From an optimization exercise on the open Yosys and OpenROAD flow, aimed at small area, a short achievable clock period and few clock cycles per item; shortcuts taken in it are not production practice. Only simulation tests tie the RTL to the original design; equivalence was not proved. Power figures rest on the tool's default switching activity, not on a simulated workload.

== job 101 ==
// mm_top
module mm_top
(
  input  logic        clk_i,
  input  logic        rst_i,
  input  logic        in_valid_i,
  input  logic [35:0] in_beat_i,
  output logic        in_ready_o,
  output logic        z_valid_o,
  output logic [79:0] z_o,
  input  logic        z_ready_i,
  output logic        busy_o
);
  logic         hold;
  logic         bx;
  logic [1:0]   brow;
  logic         bx_next;
  logic [1:0]   brow_next;
  logic [127:0] x;
  logic [31:0]  w;
  logic [31:0]  y;
  logic         comp;
  logic         wr;
  logic         last;
  logic [1:0]   row;
  logic [19:0]  zrow;
  mm_load_buffer i_load_buffer (
    .clk_i       ( clk_i      ),
    .rst_i       ( rst_i      ),
    .in_valid_i  ( in_valid_i ),
    .in_beat_i   ( in_beat_i  ),
    .in_ready_o  ( in_ready_o ),
    .hold_i      ( hold       ),
    .bx_o        ( bx         ),
    .brow_o      ( brow       ),
    .bx_next_o   ( bx_next    ),
    .brow_next_o ( brow_next  ),
    .x_o         ( x          ),
    .w_o         ( w          ),
    .y_o         ( y          ),
    .comp_o      ( comp       )
  );
  mm_engine i_engine (
    .clk_i       ( clk_i      ),
    .rst_i       ( rst_i      ),
    .comp_i      ( comp       ),
    .bx_i        ( bx         ),
    .brow_i      ( brow       ),
    .bx_next_i   ( bx_next    ),
    .brow_next_i ( brow_next  ),
    .x_i         ( x          ),
    .w_i         ( w          ),
    .y_i         ( y          ),
    .zv_i        ( z_valid_o  ),
    .z_ready_i   ( z_ready_i  ),
    .hold_o      ( hold       ),
    .wr_o        ( wr         ),
    .last_o      ( last       ),
    .row_o       ( row        ),
    .z_o         ( zrow       )
  );
  mm_z_buffer i_z_buffer (
    .clk_i     ( clk_i     ),
    .rst_i     ( rst_i     ),
    .wr_i      ( wr        ),
    .last_i    ( last      ),
    .row_i     ( row       ),
    .z_i       ( zrow      ),
    .z_ready_i ( z_ready_i ),
    .z_valid_o ( z_valid_o ),
    .z_o       ( z_o       ),
    .busy_o    ( busy_o    )
  );
endmodule
For scale: roughly 2300 cells after synthesis, roughly 120 I/O pins, roughly 0.028 mm2 of cells after synthesis.
==> flow/config.mk <==
export PLATFORM = sky130hd
export DESIGN_NAME = mm_top
export DESIGN_NICKNAME = mm_top
export VERILOG_FILES = /design/flow/design.v
export SDC_FILE = /design/flow/constraint.sdc
export NUM_CORES = 4
export LEC_CHECK = 0
export CAP_MARGIN = 20
export CORE_MARGIN = 2
export CORE_UTILIZATION = 40
export SETUP_SLACK_MARGIN = 4.2
export SLEW_MARGIN = 20
==> flow/constraint.sdc <==
create_clock -name core_clock -period 7.0 [get_ports {clk_i}]
set_input_delay 1.4000 -clock core_clock [delete_from_list [all_inputs] [get_ports {clk_i}]]
set_output_delay 1.4000 -clock core_clock [all_outputs]
set_load 0.01 [all_outputs]
standard.sh (not shown) runs the stock make flow with config.mk's settings and CLKGATE_MAP_FILE= SYNTH_SCRIPT=/design/flow/synth_recipe.tcl, a recipe that flattens the netlist after the stock synthesis.
==> flow/flow/run.sh <==
#!/bin/bash
# Layout with the standard flow; the only change is the port buffers:
# every input and output port still gets one, but as buf_2 rather than the
# delay cell the flow's default choice picks.
set -euo pipefail
export BUFFER_PORTS_ARGS="-buffer_cell sky130_fd_sc_hd__buf_2"
bash standard.sh synth > synth.log 2>&1
bash standard.sh > layout.log 2>&1
Having completed the whole flow, job 101 delivered a layout that passed the timing, DRC and antenna checks.
Testbench counts of job 101, summed over its fixed seeds: cycles 3,136, jobs 512.
Input-level comparison between job 102 and job 101:
# job 101
export LEC_CHECK = 0
export CAP_MARGIN = 20
export CORE_MARGIN = 2
export CORE_UTILIZATION = 40
export SETUP_SLACK_MARGIN = 4.2
export SLEW_MARGIN = 20
create_clock -name core_clock -period 7.0 [get_ports {clk_i}]
# job 102
export LEC_CHECK = 0
export CAP_MARGIN = 20
export CORE_MARGIN = 2
export CORE_UTILIZATION = 50
export CTS_CLUSTER_DIAMETER = 110
export CTS_CLUSTER_SIZE = 26
export PLACE_DENSITY = 0.7
export SETUP_SLACK_MARGIN = 4.2
export SLEW_MARGIN = 20
create_clock -name core_clock -period 7.0 [get_ports {clk_i}]
==> flow/run.sh (new file) <==
#!/bin/bash
# synth_recipe.tcl (not shown) runs the flow's synth.tcl, then flattens the netlist and writes it again
# the make line also repeats each setting of config.mk as NAME=value (left out here)
make -C /OpenROAD-flow-scripts/flow DESIGN_CONFIG=/design/flow/config.mk WORK_HOME=/design/flow/orfs CLKGATE_MAP_FILE= SYNTH_SCRIPT=/design/flow/synth_recipe.tcl finish
removed: flow/flow/run.sh
removed: flow/standard.sh
[summary]
Measured against job 102, the clock group power of job 101 comes out at 1.9 times the reference value.
Comparing job 101 and job 102, the lower inverter count is on job 101.
Looking at first element of the critical path, the i_engine.i_pe_row.cs2_q[4]$_DFF_P_ result is from job 102; the i_engine.sel_q[0]$_DFF_P_ one comes from job 101.
Compared with job 101, job 102 shows count of cells along the worst register-to-register path higher by 2.
Job 102 vs job 101: met3 routed wirelength down by more than 10%

* * *

Starting RTL as in the previous note.
Settings: LEC_CHECK=0, CAP_MARGIN=20, CORE_MARGIN=2, CORE_UTILIZATION=40, CTS_CLUSTER_DIAMETER=110, CTS_CLUSTER_SIZE=26, SETUP_SLACK_MARGIN=4.2, SLEW_MARGIN=20; clock period 7.0 ns.
==> flow/flow/run.sh <==
#!/bin/bash
# Layout with the standard flow; the only change is the port buffers:
# every input and output port still gets one, but as buf_1 rather than the
# delay cell the flow's default choice picks.
set -euo pipefail
export BUFFER_PORTS_ARGS="-buffer_cell sky130_fd_sc_hd__buf_1"
bash standard.sh synth > synth.log 2>&1
bash standard.sh > layout.log 2>&1
Testbench counts at the start, summed over its fixed seeds: cycles 3,136, jobs 512.
Edit:
==> flow/run.sh (new file) <==
#!/bin/bash
# synth_recipe.tcl (not shown) runs the flow's synth.tcl, then flattens the netlist and writes it again
# the make line also repeats each setting of config.mk as NAME=value (left out here)
make -C /OpenROAD-flow-scripts/flow DESIGN_CONFIG=/design/flow/config.mk WORK_HOME=/design/flow/orfs CLKGATE_MAP_FILE= SYNTH_SCRIPT=/design/flow/synth_recipe.tcl finish
- ABC_CLOCK_PERIOD_IN_PS: unset -> 1000
- CTS_CLUSTER_DIAMETER: 110 -> unset
- CTS_CLUSTER_SIZE: 26 -> unset
- SETUP_SLACK_MARGIN: 4.2 -> 4.5
removed: flow/flow/run.sh
removed: flow/standard.sh
Outcome:
- The new run finished with timing, DRC and antenna clean
- count of clock-buffer cells in the layout increases by 44
- setup slack gains 150 ps
- die area stays the same
- final area came out higher by a little under a tenth
- wire length rises by a little under a tenth
- non-clock buffer count climbs by 46
- via count went up by a few percent
- sequential share of layout area shrinks by 4.1 points
- combinational power went up by roughly a tenth
- core utilization came out higher by 3.8 points
- total power increases by about a fifth
Edit:
- ABC_CLOCK_PERIOD_IN_PS: 1000 -> unset
- CORE_UTILIZATION: 40 -> 55
- CTS_BUF_LIST: unset -> sky130_fd_sc_hd__clkbuf_4 sky130_fd_sc_hd__clkbuf_8
- CTS_CLUSTER_SIZE: unset -> 20
Result: Sequential share of layout area stays flat; routed wire length rises by about 4.6%; setup slack degrades by 71 ps; final area stays flat; clock skew went up by 15 ps; utilization goes up by 18 points.
Edit:
- CORE_UTILIZATION: 55 -> 40
- CTS_BUF_LIST: sky130_fd_sc_hd__clkbuf_4 sky130_fd_sc_hd__clkbuf_8 -> unset
- CTS_CLUSTER_DIAMETER: unset -> 120
- CTS_CLUSTER_SIZE: 20 -> 32
- SETUP_SLACK_MARGIN: 4.5 -> 4.2
=>
- sequential cell count does not change
- maximum frequency climbs by 3.9%
- core utilization fell by 21 points
- worst setup slack is better by 110 ps
- final area came out lower by 6.2%
- die area rises by 37%
- critical path depth is higher by 1
- sequential share of layout area went up by 3.0 points
- final cell count rose by 0.71%
Edit:
- CTS_CLUSTER_DIAMETER: 120 -> unset
- CTS_CLUSTER_SIZE: 32 -> unset
- SETUP_SLACK_MARGIN: 4.2 -> 4.5
- The changed run finished clean
- global-route usage went up by 0.87 points
- die area does not change
- worst setup slack gets worse by 37 ps
- clock power went up by well over a third
- sequential share of layout area went down by 3.0 points
- first-iteration DRC count went down by a few percent
- utilization went up by 2.9 points
- via count went up by a few percent
- total power went up by a quarter to a third
- clock skew went down by 11 ps
- design area went up by a few percent

* * *

wip/cedar:
mm_top, a different RTL version from the one above (not shown whole).
Size in the first run: roughly 1700 cells after synthesis, roughly 560 flip-flops, about 120 I/O pins.
export LEC_CHECK = 0
export CAP_MARGIN = 20
export CORE_MARGIN = 2
export CORE_UTILIZATION = 40
export SLEW_MARGIN = 20
create_clock -name core_clock -period 7.0 [get_ports {clk_i}]
run.sh (not shown) runs the stock make flow with config.mk's settings and CLKGATE_MAP_FILE= SYNTH_SCRIPT=/design/flow/synth_recipe.tcl, a recipe that flattens the netlist after the stock synthesis.
Stock flow here: none of the scripts above is used.
Looking at the reports, wip/cedar completed the entire flow and the layout it produced met the timing, DRC and antenna checks.
Testbench counts of wip/cedar, summed over its fixed seeds: cycles 3,136, jobs 512.
Edits applied to the flow inputs when going from wip/cedar to wip/tundra:
- SETUP_SLACK_MARGIN: unset -> 4.4
Findings:
- Sort wip/tundra and wip/cedar by peak per-stage delay on the critical path desc -> top: wip/cedar
- wip/tundra gives more non-clock buffer total of the final layout than wip/cedar did.
- Taking wip/cedar as the reference, in wip/tundra total stage count of the critical path grew by 1, total power draw grew by about 1.2%.
Edits applied to the flow inputs when going from wip/tundra to wip/maple:
- ABC_CLOCK_PERIOD_IN_PS: unset -> 2600
Findings:
Diff wip/maple..wip/tundra | wire length | unchanged
Compared with wip/tundra, in wip/maple peak fanout along the critical path did not really move; number of detailed-route iterations in the first pass held; routed via count flat; core region area held.

* * *

mm_top, a different RTL version from the one above (not shown whole).
Size: roughly 2,300 cells after synthesis.
## mm_top
module mm_top
(
  input  logic        clk_i,
  input  logic        rst_i,
  input  logic        in_valid_i,
  input  logic [35:0] in_beat_i,
  output logic        in_ready_o,
  output logic        z_valid_o,
  output logic [79:0] z_o,
  input  logic        z_ready_i,
  output logic        busy_o
);
clock: 7.0 ns
lec_check: 0
cap_margin: 20
core_margin: 2
core_utilization: 44
cts_cluster_diameter: 110
cts_cluster_size: 26
setup_slack_margin: 4.35
slew_margin: 20
standard.sh (not shown) runs the stock make flow with config.mk's settings and CLKGATE_MAP_FILE= SYNTH_SCRIPT=/design/flow/synth_recipe.tcl, a recipe that flattens the netlist after the stock synthesis.
==> flow/flow/run.sh <==
#!/bin/bash
# Layout with the standard flow; the only change is the port buffers:
# every input and output port still gets one, but as buf_1 rather than the
# delay cell the flow's default choice picks.
set -euo pipefail
export BUFFER_PORTS_ARGS="-buffer_cell sky130_fd_sc_hd__buf_1"
bash standard.sh synth > synth.log 2>&1
bash standard.sh > layout.log 2>&1
Testbench counts at the start, summed over its fixed seeds: cycles 3,136, jobs 512.
==> next run, changes <==
==> flow/run.sh (new file) <==
#!/bin/bash
# synth_recipe.tcl (not shown) runs the flow's synth.tcl, then flattens the netlist and writes it again
# the make line also repeats each setting of config.mk as NAME=value (left out here)
make -C /OpenROAD-flow-scripts/flow DESIGN_CONFIG=/design/flow/config.mk WORK_HOME=/design/flow/orfs CLKGATE_MAP_FILE= SYNTH_SCRIPT=/design/flow/synth_recipe.tcl finish
Settings changed: CORE_UTILIZATION 44 to 40, SETUP_SLACK_MARGIN 4.35 to 4.2.
removed: flow/flow/run.sh
removed: flow/standard.sh
After rerunning: The changed run finished clean. Area after synthesis is unchanged. Worst setup slack gets worse by 0.18 ns. Clock skew rises by 0.0050 ns. Die area rises by 9.8%.
==> next run, changes <==
==> flow/flow/run.sh (new file) <==
#!/bin/bash
# Layout with the standard flow; the only change is the port buffers:
# every input and output port still gets one, but as buf_1 rather than the
# delay cell the flow's default choice picks.
set -euo pipefail
export BUFFER_PORTS_ARGS="-buffer_cell sky130_fd_sc_hd__buf_1"
bash standard.sh synth > synth.log 2>&1
bash standard.sh > layout.log 2>&1
==> flow/standard.sh (new file) <==
#!/bin/bash
# synth_recipe.tcl (not shown) runs the flow's synth.tcl, then flattens the netlist and writes it again
# the make line also repeats each setting of config.mk as NAME=value (left out here)
make -C /OpenROAD-flow-scripts/flow DESIGN_CONFIG=/design/flow/config.mk WORK_HOME=/design/flow/orfs CLKGATE_MAP_FILE= SYNTH_SCRIPT=/design/flow/synth_recipe.tcl "${@:-finish}"
Settings changed: CTS_BUF_LIST from default to sky130_fd_sc_hd__clkbuf_8, CTS_CLUSTER_DIAMETER 110 to 90, CTS_CLUSTER_SIZE 26 to 20, SETUP_SLACK_MARGIN 4.2 to 4.35.
removed: flow/run.sh
Total power is lower by 6.4%.
Worst setup slack is better by 0.076 ns.
Die area does not change.
Worst hold slack gains 0.0045 ns.
Sequential power barely changes.
Final area came out lower by 3.0%.
Wire length hardly moves.
Area after synthesis is unchanged.
Clock-buffer cell count goes down by 10.
Register-to-register slack improved by 0.09 ns.
Global-route usage fell by 0.23 points.

## afterwards: timing with drivers on the ports
How much do the figures lean on ideal ports? The routed layouts below were timed once more, with nothing changed but the port constraints.
Step 1 assumes that a clkbuf_16 drives the clock port and a buf_2 every other input.
Step 2 adds t to the input delays and takes it off the output delays; t is the mean of the earliest and latest rising clock arrival at the registers after step 1. Input paths then give back, and output paths get back, about the clock's delay inside the block.
Three values: ideal, step 1, step 2; two values: the first two.
run | t, ns | setup WS [ns] | worst setup path after step 2 | clock arrival spread, ns | slew at the worst register clock pin (ns)
job 101 | 0.681 | 4.232 / 4.232 / 3.657 | input to register | 0.056 / 0.057 | 0.07 / 0.07
job 102 | 0.664 | 4.203 / 4.203 / 3.668 | input to register | 0.048 / 0.048 | 0.11 / 0.11
the first run of note 2 | 0.675 | 4.075 / 4.075 / 3.712 | input to register | 0.025 / 0.026 | 0.11 / 0.11
the second run of note 2 | 0.677 | 4.224 / 4.224 / 3.749 | input to register | 0.030 / 0.029 | 0.07 / 0.07
the third run of note 2 | 0.760 | 4.154 / 4.154 / 3.654 | input to register | 0.048 / 0.048 | 0.07 / 0.07
the fourth run of note 2 | 0.653 | 4.262 / 4.224 / 3.670 | input to register | 0.041 / 0.041 | 0.12 / 0.12
the fifth run of note 2 | 0.677 | 4.224 / 4.224 / 3.749 | input to register | 0.030 / 0.029 | 0.07 / 0.07
wip/cedar | 0.689 | 2.806 / 2.806 / 2.806 | register to register | 0.081 / 0.081 | 0.06 / 0.06
wip/tundra | 0.684 | 3.797 / 3.797 / 3.797 | input to register | 0.048 / 0.048 | 0.07 / 0.07
wip/maple | 0.684 | 3.797 / 3.797 / 3.797 | input to register | 0.048 / 0.048 | 0.07 / 0.07
the first run of note 4 | 0.656 | 4.400 / 4.380 / 3.791 | input to register | 0.054 / 0.054 | 0.11 / 0.11
the second run of note 4 | 0.671 | 4.218 / 4.244 / 3.585 | input to register | 0.058 / 0.058 | 0.11 / 0.11
the third run of note 4 | 0.684 | 4.294 / 4.328 / 3.644 | input to register | 0.048 / 0.049 | 0.13 / 0.13
After both steps every run listed still meets setup and hold. For the third run of note 4, which loses most, drivers alone change the setup slack by +0.034 ns; drivers and shift together by -0.650 ns.
